Context: an optimization exercise on an open-source flow, tuned for small area, a short achievable clock period and few clock cycles per item. The choices shown serve that exercise and are no tape-out recipe.
At most, simulation tests tie the RTL to the original design; equivalence was not proved.

==> inputs of job 7500 <==
Design line_follow_steer_pd_core, start of the top module:
module line_follow_steer_pd_core (
  input  logic                              clk,
  input  logic                              rst_n,
  input  logic                              in_valid,
  output logic                              in_ready,
  input  logic [lfs_pkg::PIX_W-1:0]         in_width_near,
  input  logic [lfs_pkg::PIX_W-1:0]         in_width_below,
  input  logic [lfs_pkg::PIX_W-1:0]         in_left_edge_near,
  input  logic [lfs_pkg::PIX_W-1:0]         in_right_edge_near,
  input  logic [lfs_pkg::CQ_W-1:0]          in_centre_exit,
  input  logic [lfs_pkg::CQ_W-1:0]          in_centre_near,
  input  logic [lfs_pkg::CQ_W-1:0]          in_centre_entry,
  input  logic [lfs_pkg::CQ_W-1:0]          in_centre_turn,
  input  logic [lfs_pkg::TURN_W-1:0]        in_turn_row,
  output logic                              out_valid,
  input  logic                              out_ready,
  output logic [lfs_pkg::DUTY_W-1:0]        out_servo_duty,
  output logic [lfs_pkg::SPEED_W-1:0]       out_speed_target,
  output logic [lfs_pkg::COEFF_W-1:0]       out_diff_coeff,
  output logic [lfs_pkg::ROW_W-1:0]         out_marker_row,
  output logic [lfs_pkg::COL_W-1:0]         out_marker_col,
  output logic                              out_marker_valid,
  input  logic                              cfg_we,
  input  logic [lfs_pkg::CFG_IDX_W-1:0]     cfg_idx,
  input  logic [lfs_pkg::CFG_DATA_W-1:0]    cfg_data
);
export LEC_CHECK = 0
export CAP_MARGIN = 50
export CORE_MARGIN = 2
export CORE_UTILIZATION = 40
export CTS_BUF_LIST = sky130_fd_sc_hd__clkbuf_4 sky130_fd_sc_hd__clkbuf_8
export SLEW_MARGIN = 70
export SYNTH_HIERARCHICAL = 1
create_clock -name core_clock -period 11.0 [get_ports {clk}]
run.sh (not shown) runs the stock make flow with config.mk's settings and CLKGATE_MAP_FILE= SYNTH_SCRIPT=/design/flow/synth_recipe.tcl, a recipe that flattens the netlist after the stock synthesis.
==> inputs of job 7689, as changes to job 7500 <==
--- a/flow/design.v
+++ b/flow/design.v
@@ -872,117 +872,16 @@
   lfs_fa u_t177 (.a(t121), .b(t150), .c(t151), .s(t177), .co(t178));
   lfs_fa u_t179 (.a(t125), .b(t152), .c(t153), .s(t179), .co(t180));
   lfs_fa u_t181 (.a(t129), .b(t154), .c(t155), .s(t181), .co(t182));
   lfs_fa u_t183 (.a(t133), .b(t156), .c(t157), .s(t183), .co(t184));
   lfs_fa u_t185 (.a(t159), .b(t134), .c(t158), .s(t185), .co(t186));
   lfs_fa u_t187 (.a(t65), .b(t136), .c(t160), .s(t187), .co(t188));
   assign p3 = {1'b1, t188, t186, t184, t182, t180, t178, t176, t174, t172, t170, t168, t166, t164, t162, t161, t1, t0} + {1'b0, 1'b1, t187, t185, t183, t181, t179, t177, t175, t173, t171, t169, t167, t165, t163, t22, t11, 1'b0};
 endmodule
-module lfs_y3 (
-  input  logic [23:0] a,
-  input  logic [23:0] b,
-  input  logic        c,
-  output logic [16:0] y
-);
-  logic y0, y1, y2, y3, y4, y5, y6, y7, y8, y9, y10, y11, y12, y13, y14, y15;
-  logic y16, y17, y18, y19, y20, y21, y22, y23, y24, y25, y26, y27, y28, y29, y30, y31;
-  logic y32, y33, y34, y35, y36, y37, y38, y39, y40, y41, y42, y43, y44, y45, y46, y47;
-  logic y48, y49, y50, y51, y52, y53, y54, y55, y56, y57, y58, y59, y60, y61, y62, y63;
-  logic y64, y65, y66, y67, y68, y69, y70, y71, y72, y73, y74, y75, y76, y77, y78, y79;
-  logic y80, y81, y82, y83, y84, y85, y86, y87, y88, y89, y90, y91, y92, y93, y94, y95;
-  logic y96, y97, y98, y99, y100, y101, y102, y103, y104, y105, y106, y107, y108, y109, y110, y111;
-  logic y112, y113, y114, y115, y116, y117, y118, y119, y120, y121;
-  assign y0 = a[1] ^ a[0];
-  assign y1 = a[1] & a[0];
-  assign y2 = a[2] ^ a[1];
-  assign y3 = a[2] & a[1];
-  assign y4 = a[3] ^ a[2];
-  assign y5 = a[3] & a[2];
-  assign y6 = a[4] ^ a[3];
-  assign y7 = a[4] & a[3];
-  assign y8 = a[5] ^ a[4];
-  assign y9 = a[5] & a[4];
-  assign y10 = a[6] ^ a[5];
-  assign y11 = a[6] & a[5];
-  assign y12 = a[7] ^ a[6];
-  assign y13 = a[7] & a[6];
-  assign y14 = a[8] ^ a[7];
-  assign y15 = a[8] & a[7];
-  assign y16 = a[9] ^ a[8];
-  assign y17 = a[9] & a[8];
-  assign y18 = a[10] ^ a[9];
-  assign y19 = a[10] & a[9];
-  assign y20 = a[11] ^ a[10];
-  assign y21 = a[11] & a[10];
-  assign y22 = a[12] ^ a[11];
-  assign y23 = a[12] & a[11];
-  assign y24 = a[13] ^ a[12];
-  assign y25 = a[13] & a[12];
-  assign y26 = a[14] ^ a[13];
-  assign y27 = a[14] & a[13];
-  assign y28 = a[15] ^ a[14];
-  assign y29 = a[15] & a[14];
-  assign y30 = a[16] ^ a[15];
-  assign y31 = a[16] & a[15];
-  assign y32 = a[17] ^ a[16];
-  assign y33 = a[17] & a[16];
-  assign y34 = a[18] ^ a[17];
-  assign y35 = a[18] & a[17];
-  assign y36 = a[19] ^ a[18];
-  assign y37 = a[19] & a[18];
-  assign y38 = a[20] ^ a[19];
-  assign y39 = a[20] & a[19];
-  assign y40 = b[1] ^ b[0];
-  assign y41 = b[1] & b[0];
-  lfs_fa u_y42 (.a(b[2]), .b(b[1]), .c(y1), .s(y42), .co(y43));
-  lfs_fa u_y44 (.a(b[3]), .b(b[2]), .c(y3), .s(y44), .co(y45));
-  lfs_fa u_y46 (.a(b[4]), .b(b[3]), .c(y5), .s(y46), .co(y47));
-  lfs_fa u_y48 (.a(b[5]), .b(b[4]), .c(y7), .s(y48), .co(y49));
-  lfs_fa u_y50 (.a(b[6]), .b(b[5]), .c(y9), .s(y50), .co(y51));
-  lfs_fa u_y52 (.a(b[7]), .b(b[6]), .c(y11), .s(y52), .co(y53));
-  lfs_fa u_y54 (.a(b[8]), .b(b[7]), .c(y13), .s(y54), .co(y55));
-  lfs_fa u_y56 (.a(b[9]), .b(b[8]), .c(y15), .s(y56), .co(y57));
-  lfs_fa u_y58 (.a(b[10]), .b(b[9]), .c(y17), .s(y58), .co(y59));
-  lfs_fa u_y60 (.a(b[11]), .b(b[10]), .c(y19), .s(y60), .co(y61));
-  lfs_fa u_y62 (.a(b[12]), .b(b[11]), .c(y21), .s(y62), .co(y63));
-  lfs_fa u_y64 (.a(b[13]), .b(b[12]), .c(y23), .s(y64), .co(y65));
-  lfs_fa u_y66 (.a(b[14]), .b(b[13]), .c(y25), .s(y66), .co(y67));
-  lfs_fa u_y68 (.a(b[15]), .b(b[14]), .c(y27), .s(y68), .co(y69));
-  lfs_fa u_y70 (.a(b[16]), .b(b[15]), .c(y29), .s(y70), .co(y71));
-  lfs_fa u_y72 (.a(b[17]), .b(b[16]), .c(y31), .s(y72), .co(y73));
-  lfs_fa u_y74 (.a(b[18]), .b(b[17]), .c(y33), .s(y74), .co(y75));
-  lfs_fa u_y76 (.a(b[19]), .b(b[18]), .c(y35), .s(y76), .co(y77));
-  lfs_fa u_y78 (.a(b[20]), .b(b[19]), .c(y37), .s(y78), .co(y79));
-  assign y80 = a[0] ^ b[0];
-  assign y81 = a[0] & b[0];
-  lfs_fa u_y82 (.a(c), .b(y40), .c(y0), .s(y82), .co(y83));
-  lfs_fa u_y84 (.a(y41), .b(y2), .c(y42), .s(y84), .co(y85));
-  lfs_fa u_y86 (.a(y4), .b(y43), .c(y44), .s(y86), .co(y87));
-  lfs_fa u_y88 (.a(y6), .b(y45), .c(y46), .s(y88), .co(y89));
-  lfs_fa u_y90 (.a(y8), .b(y47), .c(y48), .s(y90), .co(y91));
-  lfs_fa u_y92 (.a(y10), .b(y49), .c(y50), .s(y92), .co(y93));
-  lfs_fa u_y94 (.a(y12), .b(y51), .c(y52), .s(y94), .co(y95));
-  lfs_fa u_y96 (.a(y14), .b(y53), .c(y54), .s(y96), .co(y97));
-  lfs_fa u_y98 (.a(y16), .b(y55), .c(y56), .s(y98), .co(y99));
-  lfs_fa u_y100 (.a(y18), .b(y57), .c(y58), .s(y100), .co(y101));
-  lfs_fa u_y102 (.a(y20), .b(y59), .c(y60), .s(y102), .co(y103));
-  lfs_fa u_y104 (.a(y22), .b(y61), .c(y62), .s(y104), .co(y105));
-  lfs_fa u_y106 (.a(y24), .b(y63), .c(y64), .s(y106), .co(y107));
-  lfs_fa u_y108 (.a(y26), .b(y65), .c(y66), .s(y108), .co(y109));
-  lfs_fa u_y110 (.a(y28), .b(y67), .c(y68), .s(y110), .co(y111));
-  lfs_fa u_y112 (.a(y30), .b(y69), .c(y70), .s(y112), .co(y113));
-  lfs_fa u_y114 (.a(y32), .b(y71), .c(y72), .s(y114), .co(y115));
-  lfs_fa u_y116 (.a(y34), .b(y73), .c(y74), .s(y116), .co(y117));
-  lfs_fa u_y118 (.a(y36), .b(y75), .c(y76), .s(y118), .co(y119));
-  lfs_fa u_y120 (.a(y38), .b(y77), .c(y78), .s(y120), .co(y121));
-  logic [20:0] p;
-  assign p = {y119, y117, y115, y113, y111, y109, y107, y105, y103, y101, y99, y97, y95, y93, y91, y89, y87, y85, y83, y81, y80} + {y120, y118, y116, y114, y112, y110, y108, y106, y104, y102, y100, y98, y96, y94, y92, y90, y88, y86, y84, y82, c};
-  assign y = p[20:4];
-endmodule
 module lfs_div5 (
   input  logic [16:0] y,
   input  logic        sq,
   input  logic        low,
   input  logic        high,
   input  logic [11:0] u_low,
   input  logic [11:0] u_high,
   output logic [11:0] u
@@ -1343,27 +1242,21 @@
   logic        low3, high3, sq3;
   assign hs3   = s3_a + s3_b + 24'(s3_c);
   assign xs3   = hs3[23:4];
   assign lo5   = {duty_min, 2'b00} + 15'(duty_min);
   assign hi5p  = {duty_max, 2'b00} + 15'(duty_max) + 15'd4;
   assign low3  = xs3[19] || (xs3[18:0] < 19'(lo5));
   assign high3 = (xs3[18:0] > 19'(hi5p));
   assign sq3   = (xs3[18:0] < 19'd7500);       
-  logic [16:0] y3, s4_y;
-  lfs_y3 u_y3 (
-    .a (s3_a),
-    .b (s3_b),
-    .c (s3_c),
-    .y (y3)
-  );
+  logic [16:0] s4_y;
   logic        s4_low, s4_high, s4_sq;
   always_ff @(posedge clk) begin
     if (adv) begin
-      s4_y    <= y3;
+      s4_y    <= {1'b0, xs3[14:0], 1'b0} + {2'b00, xs3[14:0]};    
       s4_low  <= low3;
       s4_high <= high3;
       s4_sq   <= sq3;
       s4_side <= s3_side;
     end
   end
   logic        s4;
   logic [11:0] u4;
CAP_MARGIN = 70   (was 50)
SLEW_MARGIN = 85   (was 70)
==> out/qor.txt <==
final period utilization: 0.4059
Critical Path Fanout Max: 8
Mapped Area: 39920 um2
Post-Place Cell Area: 42500 um2
status: timing/DRC/antenna clean
Simple-Gate Fraction of Synth Area: 0.09990
largest net degree at the start of global routing: 66
The numbers above come from job 7500.

==> out/qor.txt <==
Post-Place Cell Area: 46380 um2
met2 usage in global routing: 0.3367
Simple-Gate Fraction of Synth Area: 0.09879
Critical Path Fanout Max: 4
status: timing/DRC/antenna clean
Post-synth ARST share: 0
buffering overhead: 0.1167
largest net degree at the start of global routing: 35
final period utilization: 0.8683
fmax: 104.7 MHz
RSZ-0062 raised after global routing: false
end point of the critical path: u_ctrl.out_diff_coeff[3]$_DFFE_PN_
Setup CP Type: flop to flop
grt total ovfl: 0
FILL cells: 8125
Mapped Area: 38310 um2
The numbers above come from job 7689.

Testbench counts of job 7689, summed over its fixed seeds: cycles 3,248, items 3,200.
Function not checked in job 7500: the RTL went through the layout flow alone.

-- static timing again, ports no longer ideal --
How much do the figures lean on ideal ports? The routed layouts below were timed once more, with nothing changed but the port constraints.
Step 1 sets driving cells, clkbuf_16 on the clock port and buf_2 on the other inputs (assumed; they add their load-dependent delay and slew).
Step 2 also shifts input and output timing later by t, the mid clock arrival at the registers, as if the neighbouring blocks saw the same clock.
Slacks: no drivers / after step 1 / after step 2; pairs: no drivers / after step 1.
| run | t, ns | setup slack, ns | clock arrival spread, ns | cell pins on the clock port's net |
|---|---|---|---|---|
| job 7500 | 0.730 | 6.535 / 6.535 / 6.462 | 0.065 / 0.065 | 1 |
| job 7689 | 0.740 | 1.448 / 1.448 / 1.448 | 0.051 / 0.051 | 1 |
After both steps setup and hold are still met in every run listed. The setup slack of job 7500, which loses most, moves by 0.000 ns with the drivers and by -0.073 ns with both steps.
